Context: an optimization exercise on an open-source flow, tuned for small area. The choices shown serve that exercise and are no tape-out recipe. In this exercise RTL edits were held to simulation tests only and were not proved equivalent to the original. No activity file was given, so power comes from the tool's default toggle rates.

**flow/constraint.sdc**
```tcl
create_clock -name core_clock -period 12.0 [get_ports {rx_axis_aclk}]
set_input_delay 2.4000 -clock core_clock [delete_from_list [all_inputs] [get_ports {rx_axis_aclk}]]
set_output_delay 2.4000 -clock core_clock [all_outputs]
set_load 0.01 [all_outputs]
```
**flow/design.v**
```verilog
package udp_rx_pkg;
    localparam int ENTRY_W = 64 + 2;
endpackage
`timescale 1ns/1ps
module udp_csum_lane (
    input  logic        rx_axis_aclk,
    input  logic        rx_axis_aresetn,
    input  logic        hdr_take,    
    input  logic        pay_take,    
    input  logic        first_pay,   
    input  logic        pkt_last,    
    input  logic [63:0] tdata,
    input  logic [7:0]  byte_en,
    input  logic [31:0] src_ip,
    input  logic [31:0] dst_ip,
    output logic        sum_ok       
);
    logic [18:0] acc;
    logic [15:0] w [4];
    logic [15:0] w2;
    logic [15:0] x;
    logic [15:0] y;
    logic [18:0] sum;
    for (genvar i = 0; i < 4; i++) begin : g_word
        assign w[i] = {tdata[16*i +: 8] & {8{byte_en[2*i]}},
                       tdata[16*i+8 +: 8] & {8{byte_en[2*i+1]}}};
    end
    assign w2 = hdr_take ? {w[2][14:0], w[2][15]} : w[2];
    always_comb begin
        x = 16'h0000;
        y = 16'h0000;
        if (hdr_take) begin
            x = src_ip[31:16];
            y = src_ip[15:0];
        end else if (first_pay) begin
            x = dst_ip[31:16];
            y = dst_ip[15:0];
        end
    end
    assign sum = {3'd0, acc[15:0]} + {16'd0, acc[18:16]}
               + {3'd0, w[0]} + {3'd0, w[1]} + {3'd0, w2} + {3'd0, w[3]}
               + {3'd0, x} + {3'd0, y};
    assign sum_ok = (sum[15:3] == 13'h1fff) && (sum[2:0] == ~sum[18:16]);
    always_ff @(posedge rx_axis_aclk) begin
        if (!rx_axis_aresetn || pkt_last) begin
            acc <= 19'd17;
        end else if (hdr_take || pay_take) begin
            acc <= sum;
        end
    end
endmodule
`timescale 1ns/1ps
module udp_rx_header_parser (
    input  logic        rx_axis_aclk,
    input  logic        rx_axis_aresetn,
    input  logic [63:0] tdata,
    input  logic        tvalid,
    input  logic        tlast,
    output logic        hdr_take,
    output logic        pay_take,
    output logic        first_pay,
    output logic        pkt_last,
    output logic        wr_en,       
    output logic        wr_last,     
    output logic        wr_part,     
    output logic [2:0]  tail,        
    output logic        len_done     
);
    logic        in_pay;
    logic [5:0]  rem;
    logic [15:0] len;
    logic [15:0] len_m1;
    logic        len_ok;
    assign hdr_take = tvalid && !in_pay && !tlast;
    assign pay_take = tvalid && in_pay;
    assign pkt_last = pay_take && tlast;
    assign len    = {tdata[39:32], tdata[47:40]};
    assign len_m1 = len - 16'd1;
    assign len_ok = (len >= 16'd8) &&
                    (len <= 16'd8 + 16'd8 * 16'd32);
    assign wr_en    = pay_take && (rem != 6'd0);
    assign wr_last  = (rem == 6'd1);
    assign wr_part  = wr_last && (tail != 3'd0);
    assign len_done = (rem <= 6'd1);
    always_ff @(posedge rx_axis_aclk) begin
        if (!rx_axis_aresetn) begin
            in_pay <= 1'b0;
        end else if (hdr_take) begin
            in_pay <= 1'b1;
        end else if (pkt_last) begin
            in_pay <= 1'b0;
        end
    end
    always_ff @(posedge rx_axis_aclk) begin
        if (hdr_take) begin
            rem       <= len_ok ? len_m1[8:3] : 6'h3f;
            tail      <= len[2:0];
            first_pay <= 1'b1;
        end else if (pay_take) begin
            if (rem != 6'd0) begin
                rem <= rem - 6'd1;
            end
            first_pay <= 1'b0;
        end
    end
endmodule
`timescale 1ns/1ps
module udp_csum_verdict (
    input  logic sum_ok,
    input  logic tuser,
    input  logic len_done,
    output logic good
);
    assign good = sum_ok && !tuser && len_done;
endmodule
`timescale 1ns/1ps
module udp_rx_forwarder (
    input  logic        rx_axis_aclk,
    input  logic        rx_axis_aresetn,
    input  logic        wr_en,
    input  logic        wr_last,
    input  logic        wr_part,
    input  logic [2:0]  tail,
    input  logic [63:0] wr_data,
    input  logic        pkt_last,
    input  logic        pkt_good,
    output logic [63:0] out_tdata,
    output logic [7:0]  out_tkeep,
    output logic        out_tvalid,
    output logic        out_tlast
);
    localparam int AW = $clog2(32);
    logic [udp_rx_pkg::ENTRY_W-1:0] mem [32];
    logic [udp_rx_pkg::ENTRY_W-1:0] wr_entry;
    logic [udp_rx_pkg::ENTRY_W-1:0] rd_entry;
    logic [AW:0]                    wr;
    logic [AW:0]                    wr_next;
    logic [AW:0]                    cm;
    logic [AW:0]                    rd;
    logic                           rd_part;
    assign wr_entry = {wr_last, wr_part,
                       wr_data[63:59], wr_part ? tail : wr_data[58:56], wr_data[55:0]};
    always_ff @(posedge rx_axis_aclk) begin
        if (wr_en) begin
            mem[wr[AW-1:0]] <= wr_entry;
        end
    end
    assign wr_next = wr + {{AW{1'b0}}, wr_en};
    always_ff @(posedge rx_axis_aclk) begin
        if (!rx_axis_aresetn) begin
            wr <= '0;
            cm <= '0;
            rd <= '0;
        end else begin
            if (pkt_last && !pkt_good) begin
                wr <= cm;
            end else begin
                wr <= wr_next;
            end
            if (pkt_last && pkt_good) begin
                cm <= wr_next;
            end
            if (out_tvalid) begin
                rd <= rd + 1'b1;
            end
        end
    end
    assign rd_entry   = mem[rd[AW-1:0]];
    assign out_tvalid = (rd != cm);
    assign out_tlast  = rd_entry[udp_rx_pkg::ENTRY_W-1];
    assign rd_part    = rd_entry[udp_rx_pkg::ENTRY_W-2];
    assign out_tdata  = rd_entry[63:0];
    assign out_tkeep  = rd_part ? ((8'h01 << rd_entry[58:56]) - 8'h01) : 8'hff;
endmodule
`timescale 1ns/1ps
module udp_rx_top (
    input  logic                      rx_axis_aclk,
    input  logic                      rx_axis_aresetn,
    input  logic [64-1:0] ip_rx_axis_tdata,
    input  logic [8-1:0] ip_rx_axis_tkeep,
    input  logic                      ip_rx_axis_tvalid,
    input  logic                      ip_rx_axis_tlast,
    input  logic                      ip_rx_axis_tuser,
    input  logic [31:0]               recv_dst_ip_addr,
    input  logic [31:0]               recv_src_ip_addr,
    output logic [64-1:0] udp_rx_axis_tdata,
    output logic [8-1:0] udp_rx_axis_tkeep,
    output logic                      udp_rx_axis_tvalid,
    output logic                      udp_rx_axis_tlast
);
    logic        hdr_take;
    logic        pay_take;
    logic        first_pay;
    logic        pkt_last;
    logic        wr_en;
    logic        wr_last;
    logic        wr_part;
    logic [2:0]  tail;
    logic        len_done;
    logic        sum_ok;
    logic        pkt_good;
    logic [7:0]  byte_en;
    assign byte_en = ip_rx_axis_tlast ? ip_rx_axis_tkeep : 8'hff;
    udp_rx_header_parser i_parser (
        .rx_axis_aclk    (rx_axis_aclk),
        .rx_axis_aresetn (rx_axis_aresetn),
        .tdata           (ip_rx_axis_tdata),
        .tvalid          (ip_rx_axis_tvalid),
        .tlast           (ip_rx_axis_tlast),
        .hdr_take        (hdr_take),
        .pay_take        (pay_take),
        .first_pay       (first_pay),
        .pkt_last        (pkt_last),
        .wr_en           (wr_en),
        .wr_last         (wr_last),
        .wr_part         (wr_part),
        .tail            (tail),
        .len_done        (len_done)
    );
    udp_csum_lane i_csum (
        .rx_axis_aclk    (rx_axis_aclk),
        .rx_axis_aresetn (rx_axis_aresetn),
        .hdr_take        (hdr_take),
        .pay_take        (pay_take),
        .first_pay       (first_pay),
        .pkt_last        (pkt_last),
        .tdata           (ip_rx_axis_tdata),
        .byte_en         (byte_en),
        .src_ip          (recv_src_ip_addr),
        .dst_ip          (recv_dst_ip_addr),
        .sum_ok          (sum_ok)
    );
    udp_csum_verdict i_verdict (
        .sum_ok   (sum_ok),
        .tuser    (ip_rx_axis_tuser),
        .len_done (len_done),
        .good     (pkt_good)
    );
    udp_rx_forwarder i_forwarder (
        .rx_axis_aclk    (rx_axis_aclk),
        .rx_axis_aresetn (rx_axis_aresetn),
        .wr_en           (wr_en),
        .wr_last         (wr_last),
        .wr_part         (wr_part),
        .tail            (tail),
        .wr_data         (ip_rx_axis_tdata),
        .pkt_last        (pkt_last),
        .pkt_good        (pkt_good),
        .out_tdata       (udp_rx_axis_tdata),
        .out_tkeep       (udp_rx_axis_tkeep),
        .out_tvalid      (udp_rx_axis_tvalid),
        .out_tlast       (udp_rx_axis_tlast)
    );
endmodule
```
**flow/config.mk**
```make
export PLATFORM = sky130hd
export DESIGN_NAME = udp_rx_top
export DESIGN_NICKNAME = udp_rx_top
export VERILOG_FILES = /design/flow/design.v
export SDC_FILE = /design/flow/constraint.sdc
export NUM_CORES = 4
export LEC_CHECK = 0
export CAP_MARGIN = 20
export CORE_MARGIN = 2
export CORE_UTILIZATION = 40
export SLEW_MARGIN = 20
export SYNTH_MEMORY_MAX_BITS = 8192
```
**flow/run.sh**
```bash
#!/bin/bash
# synth_recipe.tcl (not shown) runs the flow's synth.tcl, then flattens the netlist and writes it again
# the make line also repeats each setting of config.mk as NAME=value (left out here)
make -C /OpenROAD-flow-scripts/flow DESIGN_CONFIG=/design/flow/config.mk WORK_HOME=/design/flow/orfs CLKGATE_MAP_FILE= SYNTH_SCRIPT=/design/flow/synth_recipe.tcl finish
```
==> flow_metrics.py, run 1 <==
metrics = {
    "power": {
        "p_sw_frac": 0.279,
        "combPwrFrac": 0.245,
        "p_clk_frac": 0.331,
        "power.switching_mw": 5.53,
        "vdd_drop_max_mv": 0.196,
        "leakagePower_nw": 30.5,
        "p_seq_frac": 0.424,
        "p_per_area_mw_per_mm2": 198,
        "p_int_mw": 14.3,
    },
    "worst_hold_path": {
        "holdPathEnd": "i_csum.acc[13]",
        "holdPathStages": 2,
        "worstHoldStart": "i_csum.acc[13]",
        "hold_class": "flip-flop to flip-flop",
    },
    "yosys": {
        "yosys.area_share.adder": 0.0229,
        "synth_top_family_by_area": "multiplexers",
        "synth-main-ff-cell": "edfxtp_1",
        "synth_seq_area_share": 0.745,
        "synthSimpleGateAreaFrac": 0.0205,
        "syn_area_per_cell_um2": 22.4,
        "synth_top_cell_by_area": "edfxtp_1",
        "async_reset_ff_frac": 0,
        "synth_most_common_cell": "edfxtp_1",
        "synth_mux_area_frac": 0.182,
        "netlist_top_cells_count": "edfxtp_1 (2121), mux4_2 (645), nand2_1 (143), clkbuf_1 (128), inv_1 (88)",
        "synth-xor-area-share": 0.00525,
        "synth_top_area_frac": 0.735,
        "syn_inst": 3877,
        "synth_edf_count": 2121,
        "synth_cell_types": 70,
        "syn_area_mm2": 0.0867,
        "synth_compound_area_frac": 0.0112,
        "synth_area_leaders": "edfxtp_1 (73%), mux4_2 (17%), fa_1 (1.8%), dfxtp_1 (1.0%), mux2_2 (0.84%)",
        "ys_ff_latch": 2165,
        "synth_nets": 4129,
        "yosys_warnings": 4,
    },
    "finish": {
        "area.growth.synth_to_final_pct": 15.4,
        "nNetsFinal": 4517,
        "drive_above_1_share": 0.276,
        "fillers": 17676,
    },
    "setup_path": {
        "r2r_slack_ns": 4.81,
        "critPathTopFamily": "adder cells",
        "path_max_fanout": 68,
        "cp-end-kind": "flip-flop",
        "critPathBufInv": 7,
        "crit_path_start_kind": "input pin",
        "slowest_stage": "clkinv_2",
        "worstReg2RegEnd": "i_forwarder.wr[1]",
        "cp_cell_sequence": "clkdlybuf4s50_1 > buf_4 > inv_1 > nand3b_1 > buf_4 > clkinv_2 > nand2_1 > o21ai_0 > fa_1 > inv_1 > fa_1 > fa_1 > inv_1 > ha_1 > ha_1 > fa_1 > a211oi_1 > o21ai_1 > o2111ai_1 > a311oi_2 > xnor2_1 > nor4_2 > a21oi_2 > mux2i_1",
        "worstSetupPathType": "input pin to flip-flop",
        "required_ns": 12.72,
        "cp_common_cell": "fa_1",
        "critPathArrivalTime_ns": 9.89,
        "reg2reg_from": "i_parser.in_pay",
        "cpPeakStageDelay_ns": 0.82,
        "rr_worst_depth": 21,
    },
    "route": {
        "via_per_inst": 5.79,
        "drt.antenna.violating_nets": 0,
        "num_vias": 42314,
        "route.detailed.drc": 0,
        "wl_per_cell_um": 32.3,
        "drt_iter0_markers": 5154,
        "wl_um": 236000,
        "first_pass_iters": 7,
    },
    "job": {
        "maxCapViolations": 0,
    },
    "sta": {
        "setup_viol": 0,
        "fmax_mhz": 109,
        "fin_crit_ns": 9.17,
        "holdWs_ns": 0.461,
        "hold_viol": 0,
        "relSlewSlack": 0.269,
        "fin_skew_ns": 0.0445,
        "rsz0062_at_grt": "false",
        "slew_violations": 0,
        "period_share": 0.764,
        "worst_pin_slew_ns": 1.09,
        "finalSetupTns_ns": 0,
    },
    "cts": {
        "clockBufferDepth": 3,
        "postCtsSetupRepairBufs": 0,
        "path_clk_slew_ns": 0.06,
        "cts_tree": "built",
        "htreeDepth": 4,
        "insertion_delay_ns": 0.86,
        "cts_resized": 0,
        "clock_sinks": 2165,
        "clockRootBuffer": "clkbuf_16",
        "numCtsBuffers": 213,
        "holdBufCountCts": 0,
    },
    "die": {
        "die_w_um": 470,
        "initial_core_util": 0.403,
        "rows": 170,
        "dieArea_mm2": 0.221,
        "die_height_um": 470,
        "top_level_ports": 215,
        "core_area_mm2": 0.215,
    },
    "grt": {
        "grt_usage": 0.214,
        "grt_overflow": 0,
        "grt_start_max_net_pins": 146,
        "antenna_found_initial": 39,
        "first_global_vias": 43289,
        "grt_first_pass_wirelength_um": 334000,
    },
    "placed_design": {
        "gp_congestion": 0.917,
        "io_buffers": 214,
        "hpwlAfterDp_um": 131000,
    },
    "outcome": {
        "status": "timing/DRC/antenna clean",
    },
}
## area by class of cell
cell class	count	area, um^2	area share
clock inverters	149	1390	0.0139
diodes	26	65.1	0.000650
well taps	2838	3550	0.0355
flip-flops and latches	2165	64600	0.645
inverters	89	335	0.00335
repair buffers	368	3460	0.0345
multi-input cells	1428	21200	0.212
clock buffers	248	5460	0.0546
## per-layer routing
| metal | routed length, um | track usage |
|---|---|---|
| met5 | 92 | 0 |
| met4 | 8680 | 0.0738 |
| met3 | 17500 | 0.0369 |
| met2 | 116000 | 0.349 |
| met1 | 94100 | 0.291 |
## stage by stage
stage | cell area, um^2 | total power, mW | setup slack (ns) | utilization | std cells
floorplan | 86700 | 12.2 | 3.93 | - | 3877
global placement | 93000 | 13.4 | 2.37 | 0.433 | 6883
detailed placement | 93200 | 13.4 | 2.29 | 0.433 | 6888
CTS | 100000 | 20.0 | 3.17 | 0.465 | 7285
global route | 100000 | 20.7 | 2.32 | 0.465 | 7298
finish | 100000 | 19.8 | 2.83 | 0.465 | 7311
## worst max-delay path by stage
stage | end | slack, ns | cells past startpoint | from
CTS | i_forwarder.cm[3] | 3.17 | 23 | ip_rx_axis_tlast
global placement | i_forwarder.cm[3] | 2.37 | 23 | ip_rx_axis_tlast
floorplan | i_forwarder.cm[3] | 3.93 | 22 | ip_rx_axis_tvalid
finish | i_forwarder.wr[1] | 2.83 | 24 | ip_rx_axis_tlast
global route | i_forwarder.wr[0] | 2.32 | 24 | ip_rx_axis_tlast
detailed placement | i_forwarder.cm[3] | 2.29 | 23 | ip_rx_axis_tlast
## worst min-delay path, delay by kind of cell (launching register included)
family	cells	cell delay [ns]
compound gates	1	0.05
flops	1	0.31
simple gates	1	0.05
## cells by family (layout without fill, tap and decap cells)
group / Yosys count / after routing
DFF: 2165 / 2165
muxes: 736 / 736
and+or+nand+nor: 370 / 370
buffers and inverters: 284 / 854
AOI/OAI and AO/OA: 159 / 159
adders and majority gates: 111 / 111
xor gates and xnor gates: 52 / 52
other: 0 / 26
## power by group through the flow
stage	Clock [mW]	Combinational (mW)	Sequential, mW
global placement	0	4.86	8.56
floorplan	0	3.70	8.51
finish	6.56	4.86	8.40
detailed placement	0	4.87	8.56
global route	6.96	5.34	8.40
CTS	6.67	4.91	8.40
## flip-flops by register name (all words and copies together) (netlist names), named ones only
signal / cells
i_parser.rem: 6
i_parser.first_pay: 1
i_forwarder.rd: 6
i_csum.acc: 19
i_parser.in_pay: 1
i_forwarder.wr: 6
i_forwarder.cm: 6
i_parser.tail: 3
i_forwarder.mem: 2112
## cell usage in the layout (no fill, tap or decap), types with 6 or more instances in the layout
master           Yosys  final
inv_1               88     87
diode_2              0     26
clkinvlp_4           0      8
o21ai_1              9     10
buf_4                5    143
and3_1              25     25
mux2i_1              9      9
nand3_1             25     25
a21oi_1             74     74
nand2b_1             9      9
nor3_1              12     12
o211ai_1             6      6
nor2_1              71     39
ha_1                32     32
buf_12               1      7
and2_1              43     43
nand4_1              9      9
bufinv_16            0     18
mux4_1              15     15
mux4_2             645    645
edfxtp_1          2121   2121
clkinv_2             0     45
clkinv_8             0      6
o21ai_0             21     20
dfxtp_1             44     38
nand2_1            143    143
xnor2_1             31     31
clkdlybuf4s50_1      0    212
clkbuf_1           128     35
mux2_2              65     65
or3_1                7      7
a31oi_1              6      6
nor2_4               0     32
fa_1                79     79
clkinv_1             0     59
xor2_1              21     21
clkbuf_16            0    213
==> inputs of run 2 (changes only) <==
--- a/flow/design.v
+++ b/flow/design.v
@@ -130,13 +130,23 @@
     output logic        out_tlast
 );
-    localparam int AW = $clog2(32);
-    logic [udp_rx_pkg::ENTRY_W-1:0] mem [32];
+    localparam int DEPTH = 31;
+    localparam int AW    = $clog2(DEPTH);
+    logic [udp_rx_pkg::ENTRY_W-1:0] mem [DEPTH];
     logic [udp_rx_pkg::ENTRY_W-1:0] wr_entry;
     logic [udp_rx_pkg::ENTRY_W-1:0] rd_entry;
     logic [AW:0]                    wr;
+    logic [AW:0]                    wr_inc;
     logic [AW:0]                    wr_next;
     logic [AW:0]                    cm;
     logic [AW:0]                    rd;
+    logic [AW:0]                    rd_inc;
     logic                           rd_part;
+    function automatic logic [AW:0] ptr_inc(input logic [AW:0] p);
+        if (p[AW-1:0] == AW'(DEPTH - 1)) begin
+            ptr_inc = {~p[AW], {AW{1'b0}}};
+        end else begin
+            ptr_inc = p + 1'b1;
+        end
+    endfunction
     assign wr_entry = {wr_last, wr_part,
                        wr_data[63:59], wr_part ? tail : wr_data[58:56], wr_data[55:0]};
@@ -146,5 +156,7 @@
         end
     end
-    assign wr_next = wr + {{AW{1'b0}}, wr_en};
+    assign wr_inc  = ptr_inc(wr);
+    assign rd_inc  = ptr_inc(rd);
+    assign wr_next = wr_en ? wr_inc : wr;
     always_ff @(posedge rx_axis_aclk) begin
         if (!rx_axis_aresetn) begin
@@ -162,10 +174,15 @@
             end
             if (out_tvalid) begin
-                rd <= rd + 1'b1;
-            end
-        end
-    end
-    assign rd_entry   = mem[rd[AW-1:0]];
-    assign out_tvalid = (rd != cm);
+                rd <= rd_inc;
+            end
+        end
+    end
+    assign out_tvalid = (rd != cm) || (pkt_last && pkt_good && (cm != wr));
+    always_comb begin
+        rd_entry = '0;
+        for (int i = 0; i < DEPTH; i++) begin
+            rd_entry = rd_entry | (mem[i] & {udp_rx_pkg::ENTRY_W{rd[AW-1:0] == i[AW-1:0]}});
+        end
+    end
     assign out_tlast  = rd_entry[udp_rx_pkg::ENTRY_W-1];
     assign rd_part    = rd_entry[udp_rx_pkg::ENTRY_W-2];
--- a/flow/config.mk
+++ b/flow/config.mk
@@ -6,7 +6,9 @@
 export NUM_CORES = 4
 export LEC_CHECK = 0
+export ABC_AREA = 1
 export CAP_MARGIN = 20
 export CORE_MARGIN = 2
-export CORE_UTILIZATION = 40
+export CORE_UTILIZATION = 60
+export CTS_BUF_LIST = sky130_fd_sc_hd__clkbuf_4
 export SLEW_MARGIN = 20
 export SYNTH_MEMORY_MAX_BITS = 8192
==> run 2 against run 1 <==
Against the previous run: still clean on timing, DRC and antenna; power is 6.3% lower; flip-flop and latch count shrank 71; worst hold slack improved by 0.024 ns; die area is 37% lower; register-to-register slack better by 0.04 ns; final cell count is 15% higher; routed wire length grew 18%; core utilization grew 22 points; clock-buffer cell count up 545; synthesized cell count grew 44%; critical path type is now input pin to output pin; largest cell class unchanged.
==> flow_metrics.py, run 2 <==
metrics = {
    "die": {
        "die_w_um": 372,
        "core_area_mm2": 0.135,
        "initial_core_util": 0.602,
        "top_level_ports": 215,
        "die_height_um": 372,
        "rows": 135,
        "dieArea_mm2": 0.139,
    },
    "power": {
        "power.switching_mw": 5.74,
        "p_int_mw": 12.8,
        "p_clk_frac": 0.323,
        "finalPower_mw": 18.6,
        "p_sw_frac": 0.309,
        "p_seq_frac": 0.436,
        "vdd_drop_max_mv": 0.221,
        "combPwrFrac": 0.241,
        "leakagePower_nw": 32.5,
        "p_per_area_mw_per_mm2": 200,
    },
    "sta": {
        "hold_viol": 0,
        "holdWs_ns": 0.485,
        "relSlewSlack": 0.173,
        "period_share": 0.949,
        "finalSetupTns_ns": 0,
        "worst_pin_slew_ns": 1.24,
        "fin_skew_ns": 0.0641,
        "fmax_mhz": 87.8,
        "rsz0062_at_grt": "false",
        "setup_ws_ns": 0.607,
        "slew_violations": 0,
        "setup_viol": 0,
        "fin_crit_ns": 11.39,
    },
    "placed_design": {
        "io_buffers": 214,
        "dpl-instance-area_mm2": 0.0863,
        "pre_cts_slack_ns": 0.578,
        "hpwlAfterDp_um": 152000,
        "gp_congestion": 0.910,
        "dp.cells": 7506,
    },
    "yosys": {
        "syn_area_mm2": 0.0814,
        "synth_edf_count": 2055,
        "async_reset_ff_frac": 0,
        "synth_seq_area_share": 0.768,
        "synth_most_common_cell": "edfxtp_1",
        "ys_ff_latch": 2094,
        "syn_area_per_cell_um2": 14.6,
        "synth_cell_types": 59,
        "synth_nets": 5844,
        "synth-main-ff-cell": "edfxtp_1",
        "yosys_warnings": 4,
        "syn_inst": 5587,
        "synth_top_cell_by_area": "edfxtp_1",
        "netlist_top_cells_count": "edfxtp_1 (2055), nand2_1 (1433), inv_1 (271), nand3_1 (220), nand4_1 (200)",
        "synth_area_leaders": "edfxtp_1 (76%), nand2_1 (6.6%), a221oi_1 (2.1%), fa_1 (1.9%), a22o_1 (1.6%)",
        "synth_top_area_frac": 0.758,
    },
    "outcome": {
        "status": "timing/DRC/antenna clean",
    },
    "grt": {
        "grt_overflow": 0,
        "grt_first_pass_wirelength_um": 384000,
        "grt_usage": 0.407,
        "grt_start_max_net_pins": 54,
        "first_global_vias": 51862,
        "antenna_found_initial": 30,
    },
    "setup_path": {
        "critPathArrivalTime_ns": 8.99,
        "required_ns": 9.60,
        "crit_path_start_kind": "input pin",
        "cp-end-kind": "output pin",
        "worstSetupPathType": "input pin to output pin",
        "path_max_fanout": 38,
        "slowest_stage": "clkdlybuf4s50_1",
        "cpPeakStageDelay_ns": 0.59,
        "cp_common_cell": "inv_1",
    },
    "route": {
        "route.detailed.drc": 0,
        "wl_per_cell_um": 33.3,
        "drt.antenna.violating_nets": 0,
        "via_per_inst": 6.47,
        "first_pass_iters": 6,
        "wl_um": 280000,
        "num_vias": 54368,
        "drt_iter0_markers": 8466,
    },
    "finish": {
        "nNetsFinal": 6529,
        "drive_above_1_share": 0.167,
        "utilization": 0.687,
        "final_cells": 8402,
        "stdcell_area_mm2": 0.0929,
        "final_cell_mix": "edfxtp_1 (2055), nand2_1 (1433), clkbuf_4 (793), inv_1 (255), nand3_1 (220)",
        "largest_register_ffs": 2046,
        "area.growth.synth_to_final_pct": 14.1,
        "final_common_cell": "edfxtp_1",
    },
    "cts": {
        "insertion_delay_ns": 1.36,
        "holdBufCountCts": 0,
        "postCtsSetupRepairBufs": 0,
        "htreeDepth": 6,
        "cts_tree": "built",
        "clockRootBuffer": "clkbuf_4",
        "clock_sinks": 2094,
        "numCtsBuffers": 545,
        "cts_resized": 0,
        "path_clk_slew_ns": 0.07,
        "clockBufferDepth": 4,
    },
    "job": {
        "maxCapViolations": 0,
    },
    "worst_hold_path": {
        "hold_class": "flip-flop to flip-flop",
    },
}
==> run 2: cell types whose count changed in the layout (fill, tap and decap cells not counted), sizes merged, moves of 82 or more <==
cell,previous run,this run
nand2,143,1436
mux4,660,0
clkbuf,248,793
inv,96,314
nand3,25,225
a221oi,1,194
nand4,9,200
a22o,3,148
a22oi,2,84
==> run 2: worst max-delay path, delay by kind of cell <==
kind	cells	cell delay, ns
adders and majority gates	6	2.55
and+or+nand+nor	16	1.93
buffers and inverters	9	1.90
AOI/OAI and AO/OA	1	0.19
==> run 2: cell families (layout without fill, tap and decap cells) <==
kind of cell | after synthesis | after routing | share of synthesized area
adder cells (fa/ha/maj) | 116 | 116 | 0.0251
other | 0 | 15 | 0
buffers and inverters | 546 | 1565 | 0.0271
multiplexers | 3 | 3 | 0.000415
XOR/XNOR | 30 | 30 | 0.00323
AND/OR/NAND/NOR | 2070 | 2070 | 0.108
AO/OA/AOI/OAI | 728 | 728 | 0.0683
flip-flops | 2094 | 2094 | 0.768
==> run 2: routing by layer <==
metal	track usage	vias up	routed length (um)
li1	-	22562	-
met1	0.560	26820	101000
met2	0.606	4262	124000
met3	0.120	694	41200
met4	0.187	30	13400
met5	0	-	170
==> run 2: final timing paths <==
| check | from | to | slack [ns] | depth (start not counted) |
|---|---|---|---|---|
| setup / recovery | ip_rx_axis_tvalid | udp_rx_axis_tvalid | 0.61 | 32 |
| hold / removal | i_csum.acc[0] | i_csum.acc[0] | 0.49 | 2 |
| setup reg to reg | i_csum.acc[18] | i_forwarder.cm[1] | 4.85 | 33 |
| hold reg to reg | i_csum.acc[0] | i_csum.acc[0] | 0.49 | 2 |
==> run 2: final cells by class <==
type	count	area, um^2
Fill cell	9652	42200
Clock buffer	793	5950
Antenna cell	15	37.5
Inverter	303	1210
Tap cell	1781	2230
Timing Repair Buffer	381	3390
Sequential cell	2094	62500
Clock inverter	88	636
Multi-Input combinational cell	2947	16900
==> run 2: power by group through the flow <==
stage	clock (mW)	combinational (mW)	sequential [mW]
3_3_place_gp	0	4.41	8.25
6_report	6.00	4.47	8.09
2_1_floorplan	0	2.78	8.24
4_1_cts	6.04	4.44	8.09
3_5_place_dp	0	4.42	8.25
5_1_grt	6.43	4.94	8.09
==> inputs of run 3 (changes only) <==
--- a/flow/config.mk
+++ b/flow/config.mk
@@ -6,9 +6,7 @@
 export NUM_CORES = 4
 export LEC_CHECK = 0
-export ABC_AREA = 1
 export CAP_MARGIN = 20
 export CORE_MARGIN = 2
-export CORE_UTILIZATION = 60
-export CTS_BUF_LIST = sky130_fd_sc_hd__clkbuf_4
+export CORE_UTILIZATION = 40
 export SLEW_MARGIN = 20
 export SYNTH_MEMORY_MAX_BITS = 8192
==> run 3 against run 2 <==
Against the previous run: still clean; worst hold slack got worse by 0.0011 ns; critical path depth decreased by 10; flip-flop and latch count unchanged; routed wire length increased by 4.8%; clock skew decreased by 0.015 ns; register-to-register slack got worse by 0.20 ns; via count decreased by 9.5%; combinational power decreased by 41%; clock power decreased by 2%; design area decreased by 1.1%; sequential share of layout area increased by 0.72 points; synthesized cell count decreased by 19%; largest cell class unchanged.
==> flow_metrics.py, run 3 <==
metrics = {
    "setup_path": {
        "crit_path_start_kind": "input pin",
        "cp-end-kind": "output pin",
        "cp_cell_sequence": "clkdlybuf4s50_1 > inv_1 > nand3b_1 > buf_4 > and3_1 > a21oi_1 > fa_1 > fa_1 > inv_1 > fa_1 > inv_1 > fa_1 > fa_1 > nor2b_1 > o2111ai_1 > a21o_1 > a311oi_2 > nand4_1 > or4_4 > nor4_4 > or2b_2 > clkdlybuf4s50_1",
        "reg2reg_from": "i_csum.acc[1]",
        "worstSetupPathType": "input pin to output pin",
        "critPathArrivalTime_ns": 9.21,
        "crit_start": "ip_rx_axis_tlast",
        "path_max_fanout": 28,
        "slowest_stage": "clkdlybuf4s50_1",
        "cp_common_cell": "fa_1",
        "cpPeakStageDelay_ns": 0.59,
        "required_ns": 9.60,
    },
    "power": {
        "leakagePower_nw": 29.2,
        "finalPower_mw": 16.6,
        "vdd_drop_max_mv": 0.175,
        "p_per_area_mw_per_mm2": 180,
    },
    "yosys": {
        "netlist_top_cells_count": "edfxtp_1 (2055), a22oi_1 (541), a22o_1 (195), nand4_1 (195), a221oi_1 (193)",
        "ys_ff_latch": 2094,
        "syn_area_per_cell_um2": 17.6,
        "syn_inst": 4508,
        "synth_cell_types": 60,
        "syn_area_mm2": 0.0793,
        "synth_edf_count": 2055,
        "synth_top_cell_by_area": "edfxtp_1",
        "synth_seq_area_share": 0.788,
        "synth_area_leaders": "edfxtp_1 (78%), a22oi_1 (5.1%), a22o_1 (2.2%), a221oi_1 (2.1%), fa_1 (2.0%)",
        "yosys_warnings": 4,
        "async_reset_ff_frac": 0,
        "synth_most_common_cell": "edfxtp_1",
        "synth-main-ff-cell": "edfxtp_1",
        "synth_nets": 4765,
        "synth_top_area_frac": 0.778,
    },
    "sta": {
        "rsz0062_at_grt": "false",
        "setup_viol": 0,
        "relSlewSlack": 0.173,
        "holdWs_ns": 0.484,
        "worst_pin_slew_ns": 1.24,
        "fmax_mhz": 86.1,
        "slew_violations": 0,
        "setup_ws_ns": 0.389,
        "finalSetupTns_ns": 0,
        "fin_skew_ns": 0.0493,
        "hold_viol": 0,
        "fin_crit_ns": 11.61,
        "period_share": 0.968,
    },
    "placed_design": {
        "dpl-instance-area_mm2": 0.0859,
        "gp_congestion": 0.835,
        "dp.cells": 7314,
        "io_buffers": 214,
        "hpwlAfterDp_um": 153000,
        "pre_cts_slack_ns": 0.279,
    },
    "cts": {
        "clockRootBuffer": "clkbuf_16",
        "holdBufCountCts": 0,
        "path_clk_slew_ns": 0.06,
        "htreeDepth": 4,
        "clockBufferDepth": 3,
        "clock_sinks": 2094,
        "numCtsBuffers": 198,
        "cts_tree": "built",
        "insertion_delay_ns": 0.86,
    },
    "finish": {
        "nNetsFinal": 5132,
        "largest_register_ffs": 2046,
        "utilization": 0.466,
        "seqCellArea_mm2": 0.0625,
        "final_cell_mix": "edfxtp_1 (2055), a22oi_1 (541), clkdlybuf4s50_1 (214), buf_4 (211), clkbuf_16 (199)",
        "final_cells": 7683,
        "fillers": 16667,
        "area.growth.synth_to_final_pct": 15.9,
        "multi_input_area_mm2": 0.0158,
        "drive_above_1_share": 0.107,
        "final_common_cell": "edfxtp_1",
        "stdcell_area_mm2": 0.0919,
    },
    "grt": {
        "grt_usage": 0.284,
        "antenna_found_initial": 35,
        "first_global_vias": 46726,
        "grt_overflow": 0,
        "grt_start_max_net_pins": 67,
        "grt_first_pass_wirelength_um": 394000,
    },
    "die": {
        "core_area_mm2": 0.197,
        "rows": 163,
        "top_level_ports": 215,
        "dieArea_mm2": 0.202,
        "die_w_um": 449,
        "initial_core_util": 0.402,
        "die_height_um": 449,
    },
    "route": {
        "drt_iter0_markers": 8909,
        "num_vias": 49218,
        "wl_um": 293000,
        "via_per_inst": 6.41,
        "drt.antenna.violating_nets": 0,
        "first_pass_iters": 8,
        "wl_per_cell_um": 38.2,
        "route.detailed.drc": 0,
    },
    "worst_hold_path": {
        "worstHoldStart": "i_csum.acc[18]",
        "hold_class": "flip-flop to flip-flop",
    },
    "job": {
        "maxCapViolations": 0,
    },
    "outcome": {
        "status": "timing/DRC/antenna clean",
    },
}
-- run 3: changes by cell type in the layout (fill, tap and decap cells not counted), moves of 47 or more --
cell	change
clkbuf_1	+63
a21oi_1	-47
nand2_1	-1249
a22oi_1	+457
clkbuf_4	-793
or3_1	+63
a222oi_1	+66
nand3_1	-182
clkbuf_16	+199
inv_1	-128
a22o_1	+47
o21ai_0	-50
nor2_1	-57
-- run 3: timing repair --
action / in CTS / in global routing
resized for setup: 0 / 3
hold endpoints to repair: 0 / 0
setup endpoints to repair: 0 / 1
buffers inserted: 0 / 0
-- run 3: layer usage --
metal | vias to the layer above | global-route usage | share of wire
li1 | 19370 | - | -
met2 | 3731 | 0.458 | 0.47
met3 | 552 | 0.0698 | 0.13
met4 | 8 | 0.0869 | 0.035
met5 | - | 0 | 0.00015
met1 | 25557 | 0.381 | 0.37
-- run 3: report_power, final --
group / internal [mW] / leakage (nW) / total [mW] / switching [mW]
Sequential: 8.05 / 18.8 / 8.08 / 0.0230
Combinational: 0.992 / 7.54 / 2.62 / 1.62
Clock: 3.17 / 2.88 / 5.87 / 2.70
-- run 3: area by class of cell --
type                            count  share of cell area
Clock buffer                      262              0.0568
Clock inverter                     96             0.00783
Sequential cell                  2094               0.680
Timing Repair Buffer              432              0.0424
Inverter                          129             0.00532
Antenna cell                       10            0.000272
Multi-Input combinational cell   2020               0.172
Tap cell                         2640              0.0359
-- run 3: cells by family (layout without fill, tap and decap cells) --
group | count (synthesis) | after routing | share of synthesized area
compound gates | 1146 | 1146 | 0.114
xor+xnor | 48 | 48 | 0.00530
fa+ha+maj | 116 | 116 | 0.0258
buf+inv | 394 | 919 | 0.0187
flops | 2094 | 2094 | 0.788
mux | 14 | 14 | 0.00177
other cells | 0 | 10 | 0
simple gates | 696 | 696 | 0.0459
-- run 3: worst paths after layout --
check	endpoint	slack [ns]	cells past startpoint
worst max register to register	i_forwarder.cm[5]	4.65	23
worst min-delay path	i_csum.acc[18]	0.48	2
worst min register to register	i_csum.acc[18]	0.48	2
worst max-delay path	udp_rx_axis_tvalid	0.39	22
-- run 3: critical path, delay by kind of cell --
kind            cells  cell delay, ns
compound gates      4            0.95
buf+inv             6            1.46
simple gates        7            1.96
fa+ha+maj           5            2.42
==> inputs of run 4 (changes only) <==
--- a/flow/config.mk
+++ b/flow/config.mk
@@ -8,5 +8,8 @@
 export CAP_MARGIN = 20
 export CORE_MARGIN = 2
-export CORE_UTILIZATION = 40
+export CORE_UTILIZATION = 55
+export CTS_BUF_LIST = sky130_fd_sc_hd__clkbuf_8 sky130_fd_sc_hd__clkbuf_16
+export CTS_CLUSTER_DIAMETER = 150
+export CTS_CLUSTER_SIZE = 25
 export SLEW_MARGIN = 20
 export SYNTH_MEMORY_MAX_BITS = 8192
==> run 4 against run 3 <==
Against the previous run: first-iteration DRC count increased by 2.9%; highest routed layer unchanged; largest power group unchanged; still clean on timing, DRC and antenna; sequential share of layout area increased by 3.6 points; design area decreased by 5.0%.
==> flow_metrics.py, run 4 <==
metrics = {
    "die": {
        "dieArea_mm2": 0.147,
        "initial_core_util": 0.553,
        "die_height_um": 384,
        "rows": 139,
        "core_area_mm2": 0.143,
        "top_level_ports": 215,
        "die_w_um": 384,
    },
    "worst_hold_path": {
        "hold_class": "flip-flop to flip-flop",
    },
    "yosys": {
        "yosys_warnings": 4,
        "synth_top_area_frac": 0.778,
        "synth_most_common_cell": "edfxtp_1",
        "synth-main-ff-cell": "edfxtp_1",
        "synth_area_leaders": "edfxtp_1 (78%), a22oi_1 (5.1%), a22o_1 (2.2%), a221oi_1 (2.1%), fa_1 (2.0%)",
        "synth_top_cell_by_area": "edfxtp_1",
        "synth_cell_types": 60,
        "ys_ff_latch": 2094,
        "netlist_top_cells_count": "edfxtp_1 (2055), a22oi_1 (541), a22o_1 (195), nand4_1 (195), a221oi_1 (193)",
        "syn_inst": 4508,
        "synth_nets": 4765,
        "async_reset_ff_frac": 0,
        "synth_seq_area_share": 0.788,
        "syn_area_per_cell_um2": 17.6,
        "syn_area_mm2": 0.0793,
        "synth_edf_count": 2055,
    },
    "route": {
        "drt.antenna.violating_nets": 0,
        "route.detailed.drc": 0,
        "wl_um": 284000,
        "first_pass_iters": 8,
        "drt_iter0_markers": 9169,
        "via_per_inst": 7.27,
        "wl_per_cell_um": 42.6,
        "num_vias": 48494,
    },
    "finish": {
        "drive_above_1_share": 0.0784,
        "nNetsFinal": 5006,
        "area.growth.synth_to_final_pct": 10.1,
        "largest_register_ffs": 2046,
        "stdcell_area_mm2": 0.0873,
        "final_cell_mix": "edfxtp_1 (2055), a22oi_1 (541), clkdlybuf4s50_1 (214), nand4_1 (195), a22o_1 (194)",
        "utilization": 0.609,
        "final_common_cell": "edfxtp_1",
        "final_cells": 6675,
    },
    "setup_path": {
        "crit_path_start_kind": "input pin",
        "required_ns": 9.60,
        "path_max_fanout": 44,
        "critPathArrivalTime_ns": 9.15,
        "cp-end-kind": "output pin",
        "worstSetupPathType": "input pin to output pin",
    },
    "sta": {
        "fin_skew_ns": 0.0244,
        "fmax_mhz": 86.6,
        "hold_viol": 0,
        "rsz0062_at_grt": "false",
        "worst_pin_slew_ns": 1.24,
        "slew_violations": 0,
        "setup_ws_ns": 0.447,
        "setup_viol": 0,
        "finalSetupTns_ns": 0,
        "holdWs_ns": 0.479,
        "fin_crit_ns": 11.55,
        "period_share": 0.963,
        "relSlewSlack": 0.176,
    },
    "cts": {
        "postCtsSetupRepairBufs": 0,
        "insertion_delay_ns": 0.75,
        "cts_resized": 0,
        "clock_sinks": 2094,
        "clockRootBuffer": "clkbuf_16",
        "numCtsBuffers": 93,
        "path_clk_slew_ns": 0.10,
        "clockBufferDepth": 3,
        "htreeDepth": 3,
        "holdBufCountCts": 0,
        "cts_tree": "built",
    },
    "power": {
        "power.switching_mw": 3.93,
        "leakagePower_nw": 27.5,
        "vdd_drop_max_mv": 0.207,
        "p_clk_frac": 0.251,
        "p_sw_frac": 0.273,
        "p_int_mw": 10.5,
        "combPwrFrac": 0.188,
        "p_per_area_mw_per_mm2": 165,
        "p_seq_frac": 0.561,
        "finalPower_mw": 14.4,
    },
    "grt": {
        "grt_start_max_net_pins": 67,
        "grt_usage": 0.384,
        "antenna_found_initial": 12,
        "first_global_vias": 45506,
        "grt_overflow": 0,
        "grt_first_pass_wirelength_um": 382000,
    },
    "outcome": {
        "status": "timing/DRC/antenna clean",
    },
    "placed_design": {
        "hpwlAfterDp_um": 150000,
        "dp.cells": 6557,
        "io_buffers": 214,
        "dpl-instance-area_mm2": 0.0848,
        "pre_cts_slack_ns": 0.466,
        "gp_congestion": 0.939,
    },
    "job": {
        "maxCapViolations": 0,
    },
}
## run 4: cell types whose count changed in the layout (fill, tap and decap cells not counted), sizes merged
| cell | previous run | this run |
|---|---|---|
| bufinv | 5 | 0 |
| clkinv | 83 | 2 |
| buf | 218 | 197 |
| inv | 135 | 147 |
| clkinvlp | 2 | 0 |
| clkbuf | 262 | 94 |
| diode | 10 | 4 |
## run 4: worst paths after layout
| check | slack [ns] | cells after the start | start | end |
|---|---|---|---|---|
| max | 0.45 | 23 | ip_rx_axis_tlast | udp_rx_axis_tvalid |
| min | 0.48 | 2 | i_csum.acc[18] | i_csum.acc[18] |
| max reg2reg | 5.07 | 23 | i_csum.acc[17] | i_forwarder.cm[2] |
| min reg2reg | 0.48 | 2 | i_csum.acc[18] | i_csum.acc[18] |
## run 4: worst max-delay path, cell delays in order
cell	delay (ns)
clkdlybuf4s50_1	0.48
inv_1	0.06
nand3b_1	0.11
buf_4	0.42
and3_1	0.23
a21oi_1	0.06
fa_1	0.53
fa_1	0.56
inv_1	0.05
fa_1	0.49
inv_1	0.05
fa_1	0.47
inv_1	0.05
ha_1	0.35
a21o_1	0.23
a31oi_1	0.38
and2_1	0.24
xnor2_1	0.17
nand4_1	0.16
or4_4	0.57
nor4_4	0.27
or2b_2	0.22
clkdlybuf4s50_1	0.55
## run 4: layer usage
layer / GRT usage / up-vias / share of wire
li1: - / 18940 / -
met1: 0.544 / 25336 / 0.37
met2: 0.595 / 3663 / 0.46
met3: 0.0808 / 545 / 0.13
met4: 0.136 / 10 / 0.042
met5: 0 / - / 0.00026
## run 4: area by class of cell
cell class	instances	area, um^2
sequential	2094	62500
fill	10663	56000
multi-input combinational	2020	15800
timing repair buffer	411	3710
tap	1903	2380
clock buffer	94	2350
inverter	129	487
clock inverter	20	119
antenna	4	10.0
## run 4: logic make-up after synthesis
logic type,Yosys count,share of synthesized area
DFF,2094,0.788
muxes,14,0.00177
xor gates and xnor gates,48,0.00530
buffers and inverters,394,0.0187
and+or+nand+nor,696,0.0459
adders and majority gates,116,0.0258
AOI/OAI and AO/OA,1146,0.114
## run 4: power groups by stage
stage | Clock (mW) | Combinational [mW] | Sequential [mW]
floorplan | 0 | 1.82 | 8.23
global placement | 0 | 2.66 | 8.24
detailed placement | 0 | 2.66 | 8.24
CTS | 3.60 | 2.67 | 8.08
global route | 3.82 | 2.95 | 8.08
finish | 3.61 | 2.70 | 8.08
==> inputs of run 5 (changes only) <==
--- a/flow/design.v
+++ b/flow/design.v
@@ -8,5 +8,4 @@
     input  logic        hdr_take,    
     input  logic        pay_take,    
-    input  logic        first_pay,   
     input  logic        pkt_last,    
     input  logic [63:0] tdata,
@@ -16,10 +15,17 @@
     output logic        sum_ok       
 );
-    logic [18:0] acc;
+    logic [15:0] acc;
     logic [15:0] w [4];
     logic [15:0] w2;
     logic [15:0] x;
     logic [15:0] y;
-    logic [18:0] sum;
+    logic [15:0] s1, c1, s2, c2, s3, c3, s4, c4, s5, c5;
+    logic [16:0] sum;
+    function automatic logic [31:0] csa(input logic [15:0] a, input logic [15:0] b,
+                                        input logic [15:0] c);
+        logic [15:0] m;
+        m   = (a & b) | (a & c) | (b & c);
+        csa = {m[14:0], m[15], a ^ b ^ c};
+    endfunction
     for (genvar i = 0; i < 4; i++) begin : g_word
         assign w[i] = {tdata[16*i +: 8] & {8{byte_en[2*i]}},
@@ -33,18 +39,21 @@
             x = src_ip[31:16];
             y = src_ip[15:0];
-        end else if (first_pay) begin
+        end else if (pkt_last) begin
             x = dst_ip[31:16];
             y = dst_ip[15:0];
         end
     end
-    assign sum = {3'd0, acc[15:0]} + {16'd0, acc[18:16]}
-               + {3'd0, w[0]} + {3'd0, w[1]} + {3'd0, w2} + {3'd0, w[3]}
-               + {3'd0, x} + {3'd0, y};
-    assign sum_ok = (sum[15:3] == 13'h1fff) && (sum[2:0] == ~sum[18:16]);
+    assign {c1, s1} = csa(acc, w[0], w[1]);
+    assign {c2, s2} = csa(w2, w[3], x);
+    assign {c3, s3} = csa(s1, c1, s2);
+    assign {c4, s4} = csa(c2, y, s3);
+    assign {c5, s5} = csa(c3, s4, c4);
+    assign sum_ok = (s5 == ~c5) || ((s5 == c5) && ((s5 == 16'h0000) || (s5 == 16'hffff)));
+    assign sum = {1'b0, s5} + {1'b0, c5};
     always_ff @(posedge rx_axis_aclk) begin
         if (!rx_axis_aresetn || pkt_last) begin
-            acc <= 19'd17;
+            acc <= 16'd17;
         end else if (hdr_take || pay_take) begin
-            acc <= sum;
+            acc <= sum[15:0] + {15'd0, sum[16]};
         end
     end
@@ -59,5 +68,4 @@
     output logic        hdr_take,
     output logic        pay_take,
-    output logic        first_pay,
     output logic        pkt_last,
     output logic        wr_en,       
@@ -94,12 +102,10 @@
     always_ff @(posedge rx_axis_aclk) begin
         if (hdr_take) begin
-            rem       <= len_ok ? len_m1[8:3] : 6'h3f;
-            tail      <= len[2:0];
-            first_pay <= 1'b1;
+            rem  <= len_ok ? len_m1[8:3] : 6'h3f;
+            tail <= len[2:0];
         end else if (pay_take) begin
             if (rem != 6'd0) begin
                 rem <= rem - 6'd1;
             end
-            first_pay <= 1'b0;
         end
     end
@@ -208,5 +214,4 @@
     logic        hdr_take;
     logic        pay_take;
-    logic        first_pay;
     logic        pkt_last;
     logic        wr_en;
@@ -227,5 +232,4 @@
         .hdr_take        (hdr_take),
         .pay_take        (pay_take),
-        .first_pay       (first_pay),
         .pkt_last        (pkt_last),
         .wr_en           (wr_en),
@@ -240,5 +244,4 @@
         .hdr_take        (hdr_take),
         .pay_take        (pay_take),
-        .first_pay       (first_pay),
         .pkt_last        (pkt_last),
         .tdata           (ip_rx_axis_tdata),
==> run 5 against run 4 <==
Against the previous run: via count shrank 0.75%; final cell count shrank 1.7%; maximum frequency grew 2.7%; worst setup slack gained 0.30 ns; critical endpoint unchanged.
==> flow_metrics.py, run 5 <==
metrics = {
    "outcome": {
        "status": "timing/DRC/antenna clean",
    },
    "sta": {
        "finalSetupTns_ns": 0,
        "hold_viol": 0,
        "fmax_mhz": 88.9,
        "holdWs_ns": 0.467,
        "rsz0062_at_grt": "false",
        "fin_crit_ns": 11.25,
        "setup_viol": 0,
        "period_share": 0.937,
        "worst_pin_slew_ns": 1.29,
        "fin_skew_ns": 0.0431,
        "relSlewSlack": 0.128,
        "slew_violations": 0,
    },
    "grt": {
        "antenna_found_initial": 23,
        "grt_overflow": 0,
        "grt_usage": 0.387,
        "grt_first_pass_wirelength_um": 384000,
        "first_global_vias": 45160,
        "grt_start_max_net_pins": 67,
    },
    "cts": {
        "htreeDepth": 3,
        "clock_sinks": 2090,
        "numCtsBuffers": 93,
        "cts_tree": "built",
        "postCtsSetupRepairBufs": 0,
        "holdBufCountCts": 0,
        "cts_resized": 0,
        "clockRootBuffer": "clkbuf_16",
        "path_clk_slew_ns": 0.10,
        "insertion_delay_ns": 0.76,
        "clockBufferDepth": 3,
    },
    "die": {
        "initial_core_util": 0.555,
        "die_height_um": 383,
        "top_level_ports": 215,
        "die_w_um": 383,
        "dieArea_mm2": 0.146,
        "rows": 138,
        "core_area_mm2": 0.142,
    },
    "setup_path": {
        "endpoint": "udp_rx_axis_tvalid",
        "cp-end-kind": "output pin",
        "reg2reg_from": "i_parser.in_pay",
        "worstReg2RegEnd": "i_csum.acc[15]",
        "path_max_fanout": 12,
        "r2r_slack_ns": 4.06,
        "crit_start": "ip_rx_axis_tlast",
        "worstSetupPathType": "input pin to output pin",
        "rr_worst_depth": 27,
        "required_ns": 9.60,
        "crit_path_start_kind": "input pin",
        "critPathArrivalTime_ns": 8.85,
    },
    "route": {
        "met3_length_um": 37200,
        "drt.antenna.violating_nets": 0,
        "wl_per_cell_um": 43.4,
        "route.layer.met1.wl_um": 106000,
        "dr_wl_met2_um": 131000,
        "via_per_inst": 7.34,
        "num_vias": 48128,
        "drt_iter0_markers": 9082,
        "first_pass_iters": 7,
        "highest_layer": "met5",
        "route.detailed.drc": 0,
        "wl_um": 285000,
    },
    "finish": {
        "fillers": 10466,
        "largest_register_ffs": 2046,
        "final_cell_mix": "edfxtp_1 (2055), a22oi_1 (566), clkdlybuf4s50_1 (214), a22o_1 (196), nand4_1 (192)",
        "final_common_cell": "edfxtp_1",
        "utilization": 0.613,
        "stdcell_area_mm2": 0.0870,
        "nNetsFinal": 4883,
        "area.growth.synth_to_final_pct": 10.3,
        "drive_above_1_share": 0.0808,
    },
    "worst_hold_path": {
        "hold_class": "flip-flop to flip-flop",
    },
    "yosys": {
        "synth_most_common_cell": "edfxtp_1",
        "syn_area_per_cell_um2": 18.0,
        "synth_nets": 4629,
        "ys_ff_latch": 2090,
        "synth_top_cell_by_area": "edfxtp_1",
        "synth_seq_area_share": 0.792,
        "synth-main-ff-cell": "edfxtp_1",
        "synth_cell_types": 68,
        "netlist_top_cells_count": "edfxtp_1 (2055), a22oi_1 (566), a22o_1 (197), nand4_1 (192), a221oi_1 (191)",
        "synth_edf_count": 2055,
        "syn_inst": 4378,
        "async_reset_ff_frac": 0,
        "yosys_warnings": 4,
        "syn_area_mm2": 0.0788,
        "synth_area_leaders": "edfxtp_1 (78%), a22oi_1 (5.4%), a22o_1 (2.2%), a221oi_1 (2.1%), fa_1 (2.1%)",
        "synth_top_area_frac": 0.783,
    },
    "placed_design": {
        "gp_congestion": 0.933,
        "dpl-instance-area_mm2": 0.0844,
        "hpwlAfterDp_um": 150000,
        "io_buffers": 214,
    },
    "power": {
        "vdd_drop_max_mv": 0.209,
        "p_per_area_mw_per_mm2": 172,
        "leakagePower_nw": 27.0,
    },
    "job": {
        "maxCapViolations": 0,
    },
}
-- run 5: changes by cell type in the layout (fill, tap and decap cells not counted), sizes merged, moves of 18 or more --
cell / before / now
a21oi: 59 / 31
a22oi: 541 / 566
and2: 6 / 37
and3: 32 / 8
inv: 147 / 104
nand2: 184 / 106
nor2b: 3 / 21
-- run 5: per-stage QoR --
stage                     cells  total power [mW]  setup WS [ns]
final                      6560              15.0          0.751
after global routing       6547              15.4          0.291
after CTS                  6545              14.9          0.779
after detailed placement   6427              11.5          0.820
after global placement     6424              11.5          0.817
after floorplan            4378              10.2           2.37
-- run 5: final cells by class --
cell class	count	area, um^2	share of cell area
Timing Repair Buffer	411	3730	0.0429
Clock buffer	96	2400	0.0276
Clock inverter	22	124	0.00142
Sequential cell	2090	62400	0.718
Tap cell	1890	2360	0.0272
Antenna cell	15	37.5	0.000432
Inverter	85	324	0.00373
Multi-Input combinational cell	1951	15600	0.179
-- run 5: critical path: stages --
cell and delay [ns]:
clkdlybuf4s50_1 0.71, clkinv_1 0.27, nor2_1 0.16, clkinv_1 0.31
a31oi_1 0.31, fa_1 0.49, fa_1 0.54, fa_1 0.53
fa_1 0.59, inv_1 0.06, ha_1 0.43, nor4_1 0.36
nand4_1 0.13, a21oi_1 0.21, o211ai_1 0.18, buf_4 0.26
o21ai_0 0.14, buf_4 0.21, clkdlybuf4s50_1 0.56
-- run 5: logic make-up (layout without fill, tap and decap cells) --
kind of cell / count (synthesis) / in the layout / share of synthesized area
AO/OA/AOI/OAI: 1139 / 1139 / 0.115
XOR/XNOR: 39 / 39 / 0.00433
adder cells (fa/ha/maj): 110 / 110 / 0.0252
buffers and inverters: 337 / 614 / 0.0166
flip-flops: 2090 / 2090 / 0.792
multiplexers: 14 / 14 / 0.00195
other: 0 / 15 / 0
AND/OR/NAND/NOR: 649 / 649 / 0.0451
-- run 5: power by group --
| part | total, mW | internal [mW] | leakage [nW] | switching [mW] |
|---|---|---|---|---|
| clock network | 3.63 | 1.45 | 1.31 | 2.18 |
| registers | 8.07 | 8.03 | 18.8 | 0.0385 |
| logic | 3.29 | 1.21 | 6.91 | 2.08 |
| total | 15.0 | 10.7 | 27.0 | 4.30 |
-- run 5: worst min-delay path by stage --
stage | start | to | slack [ns] | depth (start not counted)
4_1_cts | i_csum.acc[11] | i_csum.acc[11] | 0.47 | 2
3_5_place_dp | i_csum.acc[11] | i_csum.acc[11] | 0.45 | 2
2_1_floorplan | i_csum.acc[11] | i_csum.acc[11] | 0.43 | 2
3_3_place_gp | i_csum.acc[11] | i_csum.acc[11] | 0.45 | 2
6_report | i_csum.acc[11] | i_csum.acc[11] | 0.47 | 2
5_1_grt | i_csum.acc[11] | i_csum.acc[11] | 0.51 | 2
-- run 5: per-layer routing --
metal  global-route usage  up-vias
li1                     -    18650
met1                0.554    25166
met2                0.601     3801
met3               0.0773      497
met4                0.127       14
met5                    0        -
==> inputs of run 6 (changes only) <==
==> flow/flow/run.sh (new file) <==
#!/bin/bash
set -euo pipefail
export BUFFER_PORTS_ARGS="-buffer_cell sky130_fd_sc_hd__buf_1"
export CTS_ARGS="-sink_clustering_enable -repair_clock_nets -dont_use_dummy_load -sink_clustering_size 25 -sink_clustering_max_diameter 150 -buf_list {sky130_fd_sc_hd__clkbuf_8 sky130_fd_sc_hd__clkbuf_16}"
bash standard.sh > make_finish.log 2>&1
==> flow/standard.sh (new file) <==
#!/bin/bash
# synth_recipe.tcl (not shown) runs the flow's synth.tcl, then flattens the netlist and writes it again
# the make line also repeats each setting of config.mk as NAME=value (left out here)
make -C /OpenROAD-flow-scripts/flow DESIGN_CONFIG=/design/flow/config.mk WORK_HOME=/design/flow/orfs CLKGATE_MAP_FILE= SYNTH_SCRIPT=/design/flow/synth_recipe.tcl "${@:-finish}"
--- a/flow/config.mk
+++ b/flow/config.mk
@@ -6,5 +6,5 @@
 export NUM_CORES = 4
 export LEC_CHECK = 0
-export CAP_MARGIN = 20
+export CAP_MARGIN = 0
 export CORE_MARGIN = 2
 export CORE_UTILIZATION = 55
@@ -12,4 +12,4 @@
 export CTS_CLUSTER_DIAMETER = 150
 export CTS_CLUSTER_SIZE = 25
-export SLEW_MARGIN = 20
+export SLEW_MARGIN = 0
 export SYNTH_MEMORY_MAX_BITS = 8192
removed: flow/run.sh
==> run 6 against run 5 <==
Against the previous run: clock-buffer cell count fell by 3; first-iteration DRC count rose by 3.3%; highest routed layer unchanged; largest cell class unchanged; via count fell by 0.58%; sequential share of layout area rose by 1.4 points; synthesized area did not move; power fell by 2.3%; critical path type unchanged; largest power group unchanged; critical endpoint unchanged; worst hold slack got worse by 0.0020 ns.
==> flow_metrics.py, run 6 <==
metrics = {
    "outcome": {
        "status": "timing/DRC/antenna clean",
    },
    "placed_design": {
        "hpwlAfterDp_um": 147000,
        "gp_congestion": 0.932,
        "io_buffers": 214,
        "dpl-instance-area_mm2": 0.0829,
    },
    "die": {
        "dieArea_mm2": 0.146,
        "core_area_mm2": 0.142,
        "initial_core_util": 0.555,
        "rows": 138,
        "die_height_um": 383,
        "top_level_ports": 215,
        "die_w_um": 383,
    },
    "grt": {
        "first_global_vias": 44699,
        "busiest_layer": "met2",
        "met3_usage": 0.0752,
        "antenna_found_initial": 18,
        "grt_overflow": 0,
        "grt_start_max_net_pins": 67,
        "grt_usage": 0.384,
        "met2_usage": 0.592,
        "use_met1": 0.561,
        "grt_first_pass_wirelength_um": 380000,
    },
    "cts": {
        "path_clk_slew_ns": 0.10,
        "holdBufCountCts": 0,
        "clockRootBuffer": "clkbuf_16",
        "clockBufferDepth": 3,
        "cts_tree": "built",
        "cts_resized": 0,
        "postCtsSetupRepairBufs": 0,
        "htreeDepth": 3,
        "insertion_delay_ns": 0.76,
        "clock_sinks": 2090,
        "numCtsBuffers": 93,
    },
    "yosys": {
        "syn_inst": 4378,
        "synth_edf_count": 2055,
        "netlist_top_cells_count": "edfxtp_1 (2055), a22oi_1 (566), a22o_1 (197), nand4_1 (192), a221oi_1 (191)",
        "ys_ff_latch": 2090,
        "synth_top_area_frac": 0.783,
        "synthSimpleGateAreaFrac": 0.0451,
        "synth_mux_area_frac": 0.00195,
        "synth_top_cell_by_area": "edfxtp_1",
        "yosys.area_share.adder": 0.0252,
        "yosys_warnings": 4,
        "async_reset_ff_frac": 0,
        "synth_cell_types": 68,
        "synth-xor-area-share": 0.00433,
        "synth_seq_area_share": 0.792,
        "synth_nets": 4629,
        "synth_area_leaders": "edfxtp_1 (78%), a22oi_1 (5.4%), a22o_1 (2.2%), a221oi_1 (2.1%), fa_1 (2.1%)",
        "syn_area_per_cell_um2": 18.0,
        "synth_most_common_cell": "edfxtp_1",
        "syn_area_mm2": 0.0788,
        "synth_compound_area_frac": 0.115,
        "synth-main-ff-cell": "edfxtp_1",
        "synth_top_family_by_area": "compound AO/OA/AOI/OAI gates",
    },
    "finish": {
        "nNetsFinal": 4878,
        "stdcell_area_mm2": 0.0853,
        "area.growth.synth_to_final_pct": 8.18,
        "final_cell_mix": "edfxtp_1 (2055), a22oi_1 (566), buf_1 (214), a22o_1 (197), nand4_1 (192)",
        "largest_register_ffs": 2046,
        "final_common_cell": "edfxtp_1",
        "drive_above_1_share": 0.0785,
    },
    "sta": {
        "period_share": 0.915,
        "fin_skew_ns": 0.0820,
        "setup_viol": 0,
        "rsz0062_at_grt": "false",
        "fmax_mhz": 91.1,
        "slew_violations": 0,
        "fin_crit_ns": 10.98,
        "worst_pin_slew_ns": 1.27,
        "hold_viol": 0,
        "finalSetupTns_ns": 0,
        "relSlewSlack": 0.154,
    },
    "setup_path": {
        "worstSetupPathType": "input pin to output pin",
        "critPathArrivalTime_ns": 8.58,
        "cpPeakStageDelay_ns": 0.78,
        "crit_path_start_kind": "input pin",
        "cp_cell_sequence": "buf_1 > nor2_1 > nand2_1 > buf_4 > inv_2 > nor3b_1 > a31oi_1 > fa_1 > fa_1 > fa_1 > fa_1 > inv_1 > ha_1 > nor4_1 > nand4_1 > a21oi_1 > o211ai_1 > o21ai_0 > buf_1",
        "cp_common_cell": "fa_1",
        "required_ns": 9.60,
        "path_max_fanout": 55,
        "cp-end-kind": "output pin",
        "slowest_stage": "inv_2",
    },
    "route": {
        "first_pass_iters": 9,
        "via_per_inst": 7.33,
        "wl_um": 283000,
        "drt.antenna.violating_nets": 0,
        "num_vias": 47849,
        "drt_iter0_markers": 9381,
        "wl_per_cell_um": 43.4,
        "route.detailed.drc": 0,
    },
    "power": {
        "leakagePower_nw": 26.2,
        "p_per_area_mw_per_mm2": 172,
        "vdd_drop_max_mv": 0.173,
    },
    "worst_hold_path": {
        "hold_class": "flip-flop to flip-flop",
    },
    "job": {
        "maxCapViolations": 0,
    },
}
-- run 6: cell counts after synthesis --
No cell type changed its count.
-- run 6: area by class of cell --
| cell class | count | area, um^2 |
|---|---|---|
| well taps | 1890 | 2360 |
| inverters | 85 | 324 |
| fillers | 10631 | 56700 |
| repair buffers | 406 | 2270 |
| flip-flops and latches | 2090 | 62400 |
| clock buffers | 93 | 2330 |
| diodes | 9 | 22.5 |
| multi-input cells | 1951 | 15600 |
-- run 6: per-stage QoR --
stage               cells  hold WS, ns  power [mW]  worst slack [ns]  utilization
global route         6517        0.509        15.1             0.685        0.601
finish               6524        0.465        14.7              1.02        0.601
floorplan            4378        0.432        10.2              2.37            -
global placement     6422        0.448        11.2              1.06        0.584
CTS                  6515        0.466        14.6              1.06        0.601
detailed placement   6422        0.452        11.2              1.08        0.584
-- run 6: kinds of logic after synthesis --
family | after synthesis
flops | 2090
simple gates | 649
compound gates | 1139
buf+inv | 337
fa+ha+maj | 110
mux | 14
xor+xnor | 39
-- run 6: final timing paths --
kind | slack, ns | end | startpoint | cells after the start
max reg2reg | 3.85 | i_csum.acc[14] | i_parser.in_pay | 29
min reg2reg | 0.47 | i_csum.acc[11] | i_csum.acc[11] | 2
max | 1.02 | udp_rx_axis_tvalid | ip_rx_axis_tlast | 19
min | 0.47 | i_csum.acc[11] | i_csum.acc[11] | 2
-- run 6: per-layer routing --
metal | share of wire | up-vias
li1 | - | 18590
met1 | 0.37 | 25144
met2 | 0.46 | 3659
met3 | 0.13 | 444
met4 | 0.036 | 12
met5 | 0.00028 | -
-- run 6: where the power goes --
group | leakage [nW] | switching, mW | internal [mW]
clock | 1.15 | 2.14 | 1.39
sequential | 18.8 | 0.0400 | 8.03
combinational | 6.29 | 1.97 | 1.08
-- run 6: critical path, delay by kind of cell --
kind / cells / cell delay [ns]
fa+ha+maj: 5 / 2.58
buf+inv: 5 / 1.46
compound gates: 4 / 1.34
simple gates: 5 / 0.75

-- separate check: timing with driven ports --
Ports are ideal in the flow. The routed layouts listed here were re-timed in OpenROAD. Step 1 assumes that a clkbuf_16 drives the clock port and a buf_2 every other input. Step 2 moves the port delays by t, midway between the first and last clock arrival at a register: inputs arrive t later, outputs are due t later. That takes back most of the time a late clock gives input paths. Three values: no drivers, after step 1, after step 2; two values: the first two.
| run | shift t [ns] | setup slack, ns | latest minus earliest clock arrival (ns) | pins driven straight from the clock port |
|---|---|---|---|---|
| run 1 | 0.935 | 2.833 / 2.899 / 1.964 | 0.054 / 0.055 | 1 |
| run 2 | 1.399 | 0.607 / 0.584 / 0.584 | 0.084 / 0.084 | 1 |
| run 3 | 0.928 | 0.389 / 0.364 / 0.364 | 0.051 / 0.051 | 1 |
| run 4 | 0.829 | 0.447 / 0.403 / 0.403 | 0.025 / 0.025 | 1 |
| run 5 | 0.825 | 0.751 / 0.729 / 0.729 | 0.045 / 0.045 | 1 |
| run 6 | 0.811 | 1.021 / 1.000 / 1.000 | 0.083 / 0.083 | 1 |
After both steps setup and hold are still met in every run listed. The setup slack of run 1, which loses most, moves by +0.066 ns with the drivers and by -0.869 ns with both steps.
